This design comes from an exercise in tuning for small area and few clock cycles per item on the open sky130 flow, not from production work. Function was checked by simulation only, so behaviour that the tests miss may differ from the original.

==> flow/design.v (excerpt) <==
module modular_exponentiation (
  input  logic                  clk,
  input  logic                  rst,
  input  logic                  cfg_valid,
  output logic                  cfg_ready,
  input  mexp_pkg::cfg_index_t  cfg_index,
  input  mexp_pkg::field_t      cfg_data,
  input  logic                  operand_valid,
  output logic                  operand_ready,
  input  mexp_pkg::field_t      operand_base_value,
  output logic                  result_valid,
  input  logic                  result_ready,
  output mexp_pkg::field_t      result_residue
);
export LEC_CHECK = 0
export ABC_AREA = 1
export CAP_MARGIN = 20
export CORE_MARGIN = 2
export CORE_UTILIZATION = 40
export SLEW_MARGIN = 20
create_clock -name core_clock -period 8.0 [get_ports {clk}]
standard.sh (not shown) runs the stock make flow with config.mk's settings and CLKGATE_MAP_FILE= SYNTH_SCRIPT=/design/flow/synth_recipe.tcl, a recipe that flattens the netlist after the stock synthesis.
==> flow/flow/run.sh <==
#!/bin/bash
set -euo pipefail
export BUFFER_PORTS_ARGS="-buffer_cell sky130_fd_sc_hd__buf_1"
export CTS_ARGS="-sink_clustering_enable -repair_clock_nets -dont_use_dummy_load"
export REMOVE_ABC_BUFFERS=1
bash standard.sh finish \
  "BUFFER_PORTS_ARGS=${BUFFER_PORTS_ARGS}" \
  "CTS_ARGS=${CTS_ARGS}" \
  REMOVE_ABC_BUFFERS=1 > flow_run.log 2>&1
The starting point completed with no timing, DRC or antenna violations.
Testbench counts at the start, summed over its fixed seeds: cycles 281,300, items 128.
Change:
==> flow/flow/run.sh (replaced) <==
#!/bin/bash
set -euo pipefail
export BUFFER_PORTS_ARGS="-buffer_cell sky130_fd_sc_hd__buf_1"
export CTS_ARGS="-sink_clustering_enable -repair_clock_nets -dont_use_dummy_load -sink_clustering_size 30 -sink_clustering_max_diameter 80"
bash standard.sh finish \
  "BUFFER_PORTS_ARGS=${BUFFER_PORTS_ARGS}" \
  "CTS_ARGS=${CTS_ARGS}" > flow_run.log 2>&1
CORE_UTILIZATION = 60   (was 40)
=> Hold slack improves by 0.0053 ns; global-route usage rises by 13 points; wire length falls by 2.7%; count of clock-buffer cells in the layout falls by 20; final cell count falls by 7.9%; area after synthesis stays the same; first-iteration DRC count rises by 15%; setup slack degrades by 0.073 ns; design area falls by 3.0%.

* * *

modular_exponentiation, a different RTL version from the one above (not shown whole).
Size in the first run: roughly 5300 cells after synthesis, ~0.044 mm2 of cells after synthesis.
clock: 8.0 ns
lec_check: 0
abc_area: 1
cap_margin: 5
core_margin: 2
core_utilization: 60
slew_margin: 5
synth_hierarchical: 1
==> flow/flow/run.sh <==
#!/bin/bash
set -euo pipefail
export BUFFER_PORTS_ARGS="-buffer_cell sky130_fd_sc_hd__buf_1"
export CTS_ARGS="-sink_clustering_enable -repair_clock_nets -dont_use_dummy_load -sink_clustering_size 30 -sink_clustering_max_diameter 80"
bash standard.sh finish \
  "BUFFER_PORTS_ARGS=${BUFFER_PORTS_ARGS}" \
  "CTS_ARGS=${CTS_ARGS}" > flow_run.log 2>&1
The baseline went through all stages and came out clean.
Testbench counts at the start, summed over its fixed seeds: cycles 281,300, items 128.
Next try:
==> flow/flow/run.sh (replaced) <==
#!/bin/bash
set -euo pipefail
export BUFFER_PORTS_ARGS="-buffer_cell sky130_fd_sc_hd__buf_1"
export CTS_ARGS="-sink_clustering_enable -repair_clock_nets -dont_use_dummy_load -sink_clustering_size 25 -sink_clustering_max_diameter 70"
bash standard.sh finish \
  "BUFFER_PORTS_ARGS=${BUFFER_PORTS_ARGS}" \
  "CTS_ARGS=${CTS_ARGS}" > flow_run.log 2>&1
CAP_MARGIN = 20   (was 5)
SLEW_MARGIN = 20   (was 5)
The new run finished clean.
Maximum frequency decreases slightly.
Cell count is about the same.
Global-route usage stays flat.
First-iteration DRC count climbs by a few percent.
Area after synthesis does not change.

* * *

modular_exponentiation again, from the RTL that the note above started with.
export LEC_CHECK = 0
export ABC_AREA = 1
export CAP_MARGIN = 20
export CORE_MARGIN = 2
export CORE_UTILIZATION = 70
export SLEW_MARGIN = 20
export SYNTH_HIERARCHICAL = 1
create_clock -name core_clock -period 8.0 [get_ports {clk}]
==> flow/flow/run.sh <==
#!/bin/bash
set -euo pipefail
export BUFFER_PORTS_ARGS="-buffer_cell sky130_fd_sc_hd__buf_1"
export CTS_ARGS="-sink_clustering_enable -repair_clock_nets -dont_use_dummy_load -sink_clustering_size 30 -sink_clustering_max_diameter 80"
bash standard.sh finish \
  "BUFFER_PORTS_ARGS=${BUFFER_PORTS_ARGS}" \
  "CTS_ARGS=${CTS_ARGS}" > flow_run.log 2>&1
Testbench counts at the start, summed over its fixed seeds: cycles 281,300, items 128.
Next try:
--- a/flow/config.mk
+++ b/flow/config.mk
@@ -11 +11 @@
-export CORE_UTILIZATION = 70
+export CORE_UTILIZATION = 60
Routed wire length shrinks by 0.56%. Maximum frequency grows by 1.5%. Final area is about the same. Utilization shrinks by 11 points. Register-to-register slack gets better by 0.12 ns. Die area grows by 16%. Sequential share of layout area is about the same. Area after synthesis stays the same. Clock-buffer cell count grows by 5.

## what the ideal ports hide
No port has a modelled driver above. Below, the same layouts with a new extraction and two added sets of constraints. Step 1, drivers: a clkbuf_16 drives clk and a buf_2 each remaining input, both assumed. Step 2, shift: input delay + t, output delay - t, t = (earliest + latest rising clock arrival at the registers) / 2. This alone moves slack from input paths to output paths. Three values: ideal, step 1, step 2; two values: the first two.
run	t (ns)	slack for setup (ns)	hold WS [ns]	worst register clock-pin slew, ns	pins driven straight from the clock port
the first run of note 1	0.692	0.248 / 0.248 / 0.248	0.468 / 0.468 / 0.468	0.06 / 0.06	1
the second run of note 1	0.631	0.174 / 0.174 / 0.174	0.473 / 0.473 / 0.473	0.10 / 0.10	1
the first run of note 2	0.656	0.366 / 0.366 / 0.366	0.478 / 0.478 / 0.478	0.11 / 0.11	1
the second run of note 2	0.671	0.292 / 0.292 / 0.292	0.469 / 0.469 / 0.469	0.09 / 0.09	1
the first run of note 3	0.692	0.175 / 0.175 / 0.175	0.481 / 0.481 / 0.481	0.12 / 0.12	1
the second run of note 3	0.654	0.293 / 0.293 / 0.293	0.478 / 0.478 / 0.478	0.11 / 0.11	1
After both steps every run listed still meets setup and hold.
